Context: an optimization exercise on an open-source flow, tuned for small area and a short achievable clock period. The choices shown serve that exercise and are no tape-out recipe. Function was checked by simulation only, so behaviour that the tests miss may differ from the original. Power is estimated from default activity; no workload was simulated.

==> flow/design.v <==
package mem_resp_pkg;
  localparam int unsigned MR_ADDR_W = 8;
  localparam int unsigned MR_DATA_W = 8;
  localparam int unsigned MR_DEPTH  = 200;
  localparam int unsigned MR_RD_LAT = 2;
  localparam int unsigned             MR_FILL_W   = 64;
  localparam logic [MR_FILL_W-1:0]    MR_OOR_FILL = '1;
endpackage
module mem_resp_pipe;
endmodule
module mem_responder #(
  parameter int unsigned ADDR_W = mem_resp_pkg::MR_ADDR_W,
  parameter int unsigned DATA_W = mem_resp_pkg::MR_DATA_W,
  parameter int unsigned DEPTH  = mem_resp_pkg::MR_DEPTH
) (
  input  logic              clk,
  input  logic              rst_n,
  input  logic              enable,
  input  logic              read,
  input  logic [ADDR_W-1:0] addr,
  input  logic [DATA_W-1:0] wdata,
  output logic [DATA_W-1:0] data,
  output logic              data_valid,
  output logic              err
);
  localparam logic [DATA_W-1:0] FILL = DATA_W'(mem_resp_pkg::MR_OOR_FILL);
  localparam int unsigned       NCOL = 16;
  localparam int unsigned       NROW = (DEPTH + NCOL - 1) / NCOL;
  logic w_in_range, w_wr_req, w_rd_req;
  assign w_in_range = 32'(addr) < DEPTH;
  assign w_wr_req   = enable & ~read;
  assign w_rd_req   = enable & read;
  logic [NCOL-1:0]   r_col;      
  logic [NROW-1:0]   r_row;      
  logic [NROW-1:0]   r_row_wr;   
  logic [DATA_W-1:0] r_wdata;
  logic              r_rd;
  logic              r_oor;      
  always_ff @(posedge clk) begin
    for (int unsigned i = 0; i < NROW; i++) r_row[i] <= addr[7:4] == 4'(i);
    r_oor <= ~w_in_range;
  end
  always_ff @(posedge clk or negedge rst_n) begin
    if (!rst_n) begin
      r_col    <= '1;
      r_row_wr <= '1;
      r_wdata  <= '0;
      r_rd     <= 1'b0;
    end else begin
      for (int unsigned j = 0; j < NCOL; j++) r_col[j] <= addr[3:0] == 4'(j);
      for (int unsigned i = 0; i < NROW; i++) r_row_wr[i] <= w_wr_req & (addr[7:4] == 4'(i));
      r_wdata  <= wdata;
      r_rd     <= w_rd_req;
    end
  end
  logic [DATA_W-1:0] r_mem [DEPTH];
  for (genvar b = 0; b < DEPTH; b++) begin : g_mem
    always_ff @(posedge clk) begin
      if (r_row_wr[b / NCOL] & r_col[b % NCOL]) r_mem[b] <= r_wdata;
    end
  end
  logic [DATA_W-1:0] w_row_data [NROW];
  logic [DATA_W-1:0] w_rd_data;
  always_comb begin
    for (int unsigned i = 0; i < NROW; i++) begin
      w_row_data[i] = '0;
      for (int unsigned j = 0; j < NCOL; j++)
        if (i * NCOL + j < DEPTH)
          w_row_data[i] = w_row_data[i] | ({DATA_W{r_col[j]}} & r_mem[i * NCOL + j]);
    end
    w_rd_data = r_oor ? FILL : '0;
    for (int unsigned i = 0; i < NROW; i++)
      w_rd_data = w_rd_data | ({DATA_W{r_row[i]}} & w_row_data[i]);
  end
  logic              r_valid;
  logic              r_err;
  logic [DATA_W-1:0] r_data;
  always_ff @(posedge clk or negedge rst_n) begin
    if (!rst_n) begin
      r_valid <= 1'b0;
      r_err   <= 1'b0;
      r_data  <= '0;
    end else begin
      r_valid <= r_rd;
      r_err   <= (r_rd & r_oor) | (w_wr_req & ~w_in_range);
      if (r_rd) r_data <= w_rd_data;
    end
  end
  assign data       = r_data;
  assign data_valid = r_valid;
  assign err        = r_err;
endmodule
make LEC_CHECK=0 CAP_MARGIN=20 CORE_MARGIN=2 CORE_UTILIZATION=72 CTS_CLUSTER_DIAMETER=150 CTS_CLUSTER_SIZE=30 PLACE_DENSITY_LB_ADDON=0.08 SETUP_SLACK_MARGIN=3.5 SLEW_MARGIN=20 finish   # period 6.0 ns
run.sh (not shown) runs the stock make flow with config.mk's settings and CLKGATE_MAP_FILE= SYNTH_SCRIPT=/design/flow/synth_recipe.tcl, a recipe that flattens the netlist after the stock synthesis.
Then changed:
--- a/flow/config.mk
+++ b/flow/config.mk
@@ -10,4 +10,2 @@
-export CORE_UTILIZATION = 72
-export CTS_CLUSTER_DIAMETER = 150
-export CTS_CLUSTER_SIZE = 30
-export PLACE_DENSITY_LB_ADDON = 0.08
+export CORE_UTILIZATION = 65
+export PLACE_DENSITY_LB_ADDON = 0.1
What happened: The new run completed with no timing, DRC or antenna violations. Via count is higher by 1.2%. Worst setup slack gets worse by 0.034 ns. Total power is higher by about 22%. Sequential share of layout area is lower by 3.8 points. Combinational power is higher by 2.6%. Cell area is higher by about 5%.
Then changed:
--- a/flow/config.mk
+++ b/flow/config.mk
@@ -10,0 +11,2 @@
+export CTS_CLUSTER_DIAMETER = 150
+export CTS_CLUSTER_SIZE = 30
=> Setup slack hardly moves; via count fell by a few percent; clock skew came out higher by 0.0072 ns; cell count came out lower by a few percent; global-route usage goes down by 2.1 points; maximum frequency is about the same; clock-buffer cell count shrinks by 99; routed wire length fell by a few percent.

* * *

mem_responder, a different RTL version from the one above (not shown whole).
Size in the first run: roughly 3700 cells after synthesis, roughly 1700 flip-flops, roughly 30 I/O pins, roughly 63000 µm² of cells after synthesis.
==> flow/design.v (excerpt) <==
module mem_responder #(
  parameter int unsigned ADDR_W = mem_resp_pkg::MR_ADDR_W,
  parameter int unsigned DATA_W = mem_resp_pkg::MR_DATA_W,
  parameter int unsigned DEPTH  = mem_resp_pkg::MR_DEPTH
) (
  input  logic              clk,
  input  logic              rst_n,
  input  logic              enable,
  input  logic              read,
  input  logic [ADDR_W-1:0] addr,
  input  logic [DATA_W-1:0] wdata,
  output logic [DATA_W-1:0] data,
  output logic              data_valid,
  output logic              err
);
clock: 6.0 ns
lec_check: 0
cap_margin: 20
core_margin: 2
core_utilization: 70
cts_cluster_diameter: 100
cts_cluster_size: 24
place_density_lb_addon: 0.08
setup_slack_margin: 3.6
slew_margin: 20
synth_hierarchical: 1
Rerun with:
- CTS_CLUSTER_DIAMETER: 100 -> 150
- CTS_CLUSTER_SIZE: 24 -> 30
- SETUP_SLACK_MARGIN: 3.6 -> 3.45
=> Core utilization falls by 1.3 points. Synthesized area does not change. Sequential share of layout area climbs by 1.3 points. Final cell count came out lower slightly. Global-route usage shrinks by 0.48 points. Design area came out lower slightly. Total power goes down by a few percent. Critical path depth is lower by 2.
Rerun with:
- SETUP_SLACK_MARGIN: 3.45 -> 3.8
- TNS_END_PERCENT: default -> 5
Die area is unchanged.
Final area rises by 2.3%.
Synthesized area does not change.
Global-route usage rises by 0.66 points.
Count of clock-buffer cells in the layout rises by 1.
Clock skew rises by 7.6 ps.
Rerun with:
- SETUP_SLACK_MARGIN: 3.8 -> 3.6
Cell area goes down by about 1.3%; utilization decreases by 1.0 points; worst setup slack is worse by 55 ps; sequential power barely changes; via count fell by 1.2%; wire length drops by 2.2%; die area stays the same; synthesized area does not change.

what the ideal ports hide:
The flow's constraints put no driver on any port. The routed layouts listed below were extracted and timed again, unchanged, in two steps.
Step 1 sets driving cells, clkbuf_16 on the clock port and buf_2 on the other inputs (assumed; they add their load-dependent delay and slew).
Step 2 moves the port delays by t, midway between the first and last clock arrival at a register: inputs arrive t later, outputs are due t later. That takes back most of the time a late clock gives input paths.
Slacks: ideal / step 1 / step 2; pairs: ideal / step 1.
run	shift t [ns]	setup WS [ns]	worst hold slack (ns)	clock arrival spread, ns	worst data-port slew with drivers (ns)
the first run of note 1	0.760	3.382 / 3.367 / 2.868	0.606 / 0.606 / 0.606	0.029 / 0.029	0.12
the second run of note 1	0.838	3.348 / 3.328 / 2.833	0.604 / 0.574 / 0.604	0.034 / 0.034	0.05
the third run of note 1	0.764	3.347 / 3.347 / 2.858	0.614 / 0.614 / 0.614	0.041 / 0.041	0.06
the first run of note 2	0.756	3.496 / 3.298 / 2.542	0.511 / 0.511 / 0.511	0.031 / 0.031	0.35
the second run of note 2	0.728	3.394 / 3.261 / 2.533	0.507 / 0.507 / 0.507	0.038 / 0.037	0.26
the third run of note 2	0.724	3.515 / 3.238 / 2.514	0.537 / 0.509 / 0.537	0.049 / 0.048	0.40
the fourth run of note 2	0.722	3.460 / 3.311 / 2.589	0.543 / 0.505 / 0.543	0.045 / 0.044	0.29
After both steps every run listed still meets setup and hold. The setup slack of the third run of note 2, which loses most, moves by -0.277 ns with the drivers and by -1.001 ns with both steps.
